Source: an optimization exercise on an open RTL-to-GDS flow (aim: small area). Production flows keep margins and buffers that such runs may drop. Function was checked by simulation only, so behaviour that the tests miss may differ from the original. Power and IR drop assume default switching activity.

==> flow/design.v <==
package rf_pkg;
    localparam int DEF_NREG  = 32;
    localparam int DEF_XLEN  = 32;
    localparam int DEF_TAG_W = 4;
    localparam int DEF_IDX_W = $clog2(DEF_NREG);
    typedef logic [DEF_TAG_W-1:0] tag_t;
    typedef struct packed {
        logic [DEF_XLEN-1:0] v1;
        logic [DEF_XLEN-1:0] v2;
        tag_t                q1;
        tag_t                q2;
        logic                busy1;
        logic                busy2;
        tag_t                tag;
    } op_bundle_t;
endpackage
module rf_read_port
#(
    parameter int NREG  = rf_pkg::DEF_NREG,
    parameter int XLEN  = rf_pkg::DEF_XLEN,
    parameter int TAG_W = rf_pkg::DEF_TAG_W,
    parameter int IDX_W = $clog2(NREG)
) (
    input  logic [IDX_W-1:0]            idx,
    input  logic [NREG-1:0][XLEN-1:0]   values,
    input  logic [NREG-1:0]             busys,
    input  logic [NREG-1:0][TAG_W-1:0]  tags,
    input  logic                        cm_valid,
    input  logic [IDX_W-1:0]            cm_rd,
    input  logic [TAG_W-1:0]            cm_tag,
    output logic                        hazard,
    output logic [XLEN-1:0]             v,
    output logic                        b,
    output logic [TAG_W-1:0]            q
);
    logic hit;
    always_comb hit = cm_valid && cm_rd == idx && idx != '0 && busys[idx] && cm_tag == tags[idx];
    always_comb q = tags[idx];
    always_comb v = values[idx];
    always_comb b = busys[idx];
    always_comb hazard = hit;
endmodule
module rename_regfile
#(
    parameter int NREG  = rf_pkg::DEF_NREG,
    parameter int XLEN  = rf_pkg::DEF_XLEN,
    parameter int TAG_W = rf_pkg::DEF_TAG_W,
    parameter int IDX_W = $clog2(NREG)
) (
    input  logic             clk,
    input  logic             rst,
    input  logic             flush,
    input  logic             disp_valid,
    output logic             disp_ready,
    input  logic [IDX_W-1:0] disp_rs1,
    input  logic [IDX_W-1:0] disp_rs2,
    input  logic [IDX_W-1:0] disp_rd,
    input  logic [TAG_W-1:0] disp_tag,
    input  logic             cm_valid,
    input  logic [IDX_W-1:0] cm_rd,
    input  logic [TAG_W-1:0] cm_tag,
    input  logic [XLEN-1:0]  cm_data,
    output logic             op_valid,
    input  logic             op_ready,
    output logic [XLEN-1:0]  op_v1,
    output logic [XLEN-1:0]  op_v2,
    output logic [TAG_W-1:0] op_q1,
    output logic [TAG_W-1:0] op_q2,
    output logic             op_busy1,
    output logic             op_busy2,
    output logic [TAG_W-1:0] op_tag
);
    logic [NREG-1:0][XLEN-1:0]  value;
    logic [NREG-1:0][TAG_W-1:0] tag;
    logic [NREG-1:0]  busy;
    logic [XLEN-1:0]  v1, v2;
    logic [TAG_W-1:0] q1, q2;
    logic             b1, b2, fire, stall;
    logic             hz1, hz2;
    rf_read_port #(.NREG(NREG), .XLEN(XLEN), .TAG_W(TAG_W)) u_rs1 (
        .idx(disp_rs1), .values(value), .busys(busy), .tags(tag),
        .cm_valid(cm_valid), .cm_rd(cm_rd), .cm_tag(cm_tag),
        .hazard(hz1),
        .v(v1), .b(b1), .q(q1)
    );
    rf_read_port #(.NREG(NREG), .XLEN(XLEN), .TAG_W(TAG_W)) u_rs2 (
        .idx(disp_rs2), .values(value), .busys(busy), .tags(tag),
        .cm_valid(cm_valid), .cm_rd(cm_rd), .cm_tag(cm_tag),
        .hazard(hz2),
        .v(v2), .b(b2), .q(q2)
    );
    always_comb stall = hz1 || hz2;
    always_comb disp_ready = !flush && (!op_valid || op_ready) && !stall;
    always_comb fire = disp_valid && disp_ready;
    always_ff @(posedge clk or posedge rst) begin
        if (rst) begin
            busy <= '0;
            for (int i = 0; i < NREG; i++) begin
                value[i] <= '0;
                tag[i]   <= '0;
            end
        end else begin
            for (int i = 1; i < NREG; i++) begin
                if (cm_valid && cm_rd == IDX_W'(i))
                    value[i] <= cm_data;
                if (flush)
                    busy[i] <= 1'b0;
                else if (fire && disp_rd == IDX_W'(i)) begin
                    busy[i] <= 1'b1;
                    tag[i]  <= disp_tag;
                end else if (cm_valid && cm_rd == IDX_W'(i) && cm_tag == tag[i])
                    busy[i] <= 1'b0;
            end
        end
    end
    always_ff @(posedge clk or posedge rst) begin
        if (rst) begin
            op_valid <= 1'b0;
            op_v1    <= '0;
            op_v2    <= '0;
            op_q1    <= '0;
            op_q2    <= '0;
            op_busy1 <= 1'b0;
            op_busy2 <= 1'b0;
            op_tag   <= '0;
        end else if (flush)
            op_valid <= 1'b0;
        else if (fire) begin
            op_valid <= 1'b1;
            op_v1    <= v1;
            op_v2    <= v2;
            op_q1    <= q1;
            op_q2    <= q2;
            op_busy1 <= b1;
            op_busy2 <= b2;
            op_tag   <= disp_tag;
        end else if (op_ready)
            op_valid <= 1'b0;
    end
endmodule
==> flow/run.sh <==
#!/bin/bash
# synth_recipe.tcl (not shown) runs the flow's synth.tcl, then flattens the netlist and writes it again
# the make line also repeats each setting of config.mk as NAME=value (left out here)
make -C /OpenROAD-flow-scripts/flow DESIGN_CONFIG=/design/flow/config.mk WORK_HOME=/design/flow/orfs CLKGATE_MAP_FILE= SYNTH_SCRIPT=/design/flow/synth_recipe.tcl finish
==> flow/config.mk <==
export PLATFORM = sky130hd
export DESIGN_NAME = rename_regfile
export DESIGN_NICKNAME = rename_regfile
export VERILOG_FILES = /design/flow/design.v
export SDC_FILE = /design/flow/constraint.sdc
export NUM_CORES = 4
export LEC_CHECK = 0
export CAP_MARGIN = 20
export CORE_MARGIN = 2
export CORE_UTILIZATION = 45
export PLACE_DENSITY = 0.6
export SLEW_MARGIN = 20
==> flow/constraint.sdc <==
create_clock -name core_clock -period 5.5 [get_ports {clk}]
set_input_delay 1.1000 -clock core_clock [delete_from_list [all_inputs] [get_ports {clk}]]
set_output_delay 1.1000 -clock core_clock [all_outputs]
set_load 0.01 [all_outputs]
==> summary.txt <==
DR iter-0 viols=3249; drt pass-1 iters=7; CTS Buf Count=143; Final Skew=0.02874 ns; total gr overflow=0; worst setup path class=input pin to primary output; Pwr Density=373.1 nW/µm²; area of the die=150900 µm²; WP data required=4.40 ns; DR DRC count=0; Pins Over Slew Limit=0; worst r2r src=tag[53]$_DFFE_PP0P_; Clk pin slew, worst setup/hold paths=0.06 ns; crit-path cells=clkdlybuf4s50_1 > buf_4 > inv_6 > mux4_2 > a22o_1 > a311oi_2 > o2111ai_1 > a2111o_1 > and3_1 > clkdlybuf4s50_1; Final TNS setup=0 ns; Ports=146; Sink Count=1226; Synth cell types=65; Layout area overhead=12.63%; Detailed Place HPWL=115.3 mm; Syn Inst Count=4310; hold path cells=1; crit end category=primary output; asr flop ratio synth=100.0%; Max Cap Viol=0; DR vias/cell=6.405; initial antenna violation count=9; Final Net Count=4337; Slew HR=21.56%; Worst path depth=10; Die Span Y=388.5 µm; Fin. Hold Viols=0; Initial Utilization=45.15%; CTS tree=done; multi-input combinational cell area=34080 µm²; commonest non-fill, non-tap cell in the layout=mux2_2; min Tclk post-route=5.110 ns; layout cells sized above 1=54.15%; DR WL/cell=31.65 µm; syn_nets=4376; GP Congestion=0.8824; HP Start=op_tag[3]$_DFFE_PP0P_; post-cts sizing count=0; Die W=388.5 µm; total number of vias=40.48k; CTS Buffer Depth=3; clock root buffer=clkbuf_16; Endpoint, Worst Hold=op_tag[3]$_DFFE_PP0P_; later-pin clock latency in the skew report=0.78 ns; number of global-route vias before repair=41.77k; Synth warnings=2; hold slack=0.4907 ns; RSZ-0062 raised after global routing=false; number of enable flip-flop cells after synthesis=0; Fillers=12.22k; critical path's top delay family=buffers and inverters; largest net degree at the start of global routing=144; #FFs+latches synth=1226; DRT Wirelength=200.0 mm; Avg Inst Size Synth=15.43 µm²; Buf/Inv on CP=4; Max FO, Critical Path=16; Worst path max stage delay=0.49 ns; register area share after synthesis=46.12%; H-tree Lvls=4; cell count of the worst reg-to-reg path=10; internal reg-to-reg setup slack=1.41 ns; final setup violating endpoints=0; post-cts hold buffer count=0; Tot GR Track Use=26.81%; most frequent cells in the layout=mux2_2, dfrtp_1, mux4_2; Rows=141; crit start category=input pin; HP Class=flip-flop to flip-flop; top_reg_cell synth=dfrtp_1; worst r2r dst=op_v1[31]$_DFFE_PP0P_; status=finished clean; first-pass GRT wire length=297.5 mm; # Post-CTS Setup Buffers=0; mapped cell area=66520 µm²; Peak VDD IR=338.7 µV; Critical-path top delay cell=clkdlybuf4s50_1; Core ar.=147300 µm²; PortBufs=145; CP most frequent cell=clkdlybuf4s50_1; CP arrival=4.01 ns; P_leak=32.09 nW; register area=30680 µm²; Fmax=195.7 MHz; worst-margin pin slew=1.177 ns; Final Cycle Share=92.91%; Final Core Density=50.86%; Post-DRT Antenna Nets=0
flip-flops by register name (all words and copies together) (netlist names):
name and cells:
busy 31, op_v2 32, op_q1 4, value 992, op_tag 4, op_v1 32, tag 124, op_valid 1
op_busy2 1, op_busy1 1, op_q2 4
routing by layer:
metal | global-route usage (%) | wire length [µm]
met1 | 38.55 | 88560
met2 | 42.15 | 94390
met3 | 4.315 | 11000
met4 | 7.952 | 5986
met5 | 0 | 40
power by group:
| part | switching [W] | internal [W] | total, W |
|---|---|---|---|
| registers | 0.00138 | 0.0108 | 0.0121 |
| clock network | 0.00397 | 0.00609 | 0.0101 |
| logic | 0.00209 | 0.00365 | 0.00575 |
cell usage after synthesis (7+ instances only):
library cell	count	area (µm²)
inv_1	7	26.28
xnor2_1	54	473.0
clkbuf_1	297	1115
nand4_1	10	62.56
nand2b_1	17	106.4
mux2i_1	67	670.6
o21ai_0	37	185.2
a22o_1	34	297.8
mux2_4	50	750.7
nor2_1	62	232.7
nor2b_1	21	131.4
xor2_1	82	718.2
nor3_1	21	105.1
nand2_1	94	352.8
mux2_2	1233	13880
dfrtp_1	1226	30680
buf_1	82	307.8
a31o_2	15	131.4
nor4_1	16	100.1
mux4_2	634	14280
nand3_2	10	100.1
nand3_1	48	240.2
buf_6	20	225.2
mux2_1	18	202.7
buf_4	11	82.58
buf_2	41	205.2
and3_4	12	135.1
worst reg2reg max path: stages, from the launching register on:
cell and delay (ns):
dfrtp_1 0.47, mux4_2 0.29, o22ai_1 0.07, o311ai_0 0.74, o21ai_1 0.19, o2111ai_1 0.23, a2111o_1 0.15, buf_4 0.43
nand4_4 0.56, buf_12 0.42, mux2_1 0.42
stage by stage:
step	area (µm²)	setup slack, ns	power, W	std cells
after CTS	74920	0.4299	0.02816	6314
after floorplan	66520	-12.54	0.01619	4310
after detailed placement	69910	0.4403	0.01805	6054
final	74920	0.3902	0.02795	6319
after global placement	69910	0.4538	0.01788	6054
after global routing	74910	0.3300	0.02914	6316
kinds of logic after synthesis:
group | share of synthesized area [%]
XOR/XNOR | 1.791
buffers and inverters | 3.021
AND/OR/NAND/NOR | 2.722
flip-flops | 46.12
multiplexers | 44.78
AO/OA/AOI/OAI | 1.561
worst max path at each step:
stage | from | to | slack (ns)
2_1_floorplan | rst | busy[10]$_DFFE_PP0P_ | -12.54
3_3_place_gp | disp_rs2[3] | disp_ready | 0.45
3_5_place_dp | disp_rs2[3] | disp_ready | 0.44
4_1_cts | disp_rs2[3] | disp_ready | 0.43
5_1_grt | disp_rs2[3] | disp_ready | 0.33
6_report | disp_rs2[3] | disp_ready | 0.39
cell type report:
type / count / share of cell area [%]
diodes: 3 / 0.01002
inverters: 9 / 0.05678
clock inverters: 43 / 0.8735
flip-flops and latches: 1226 / 40.95
well taps: 1930 / 3.223
multi-input cells: 2622 / 45.49
repair buffers: 269 / 3.586
clock buffers: 217 / 5.812

[afterwards: timing with drivers on the ports]
In the flow no input, the clock included, has a driving cell. The finished layout below was timed again as built, in two steps. Step 1, drivers: a clkbuf_16 drives clk and a buf_2 each remaining input, both assumed. Step 2 moves the port delays by t, midway between the first and last clock arrival at a register: inputs arrive t later, outputs are due t later. That takes back most of the time a late clock gives input paths. a / b / c = no drivers / after step 1 / after step 2; a / b = the first two.
shift t [ns]: 0.843
setup WS [ns]: 0.390 / 0.332 / 0.332
worst data-port slew with drivers (ns): 0.15
After both steps setup and hold are still met in this run. For this run, drivers alone change the setup slack by -0.058 ns; drivers and shift together by -0.058 ns.
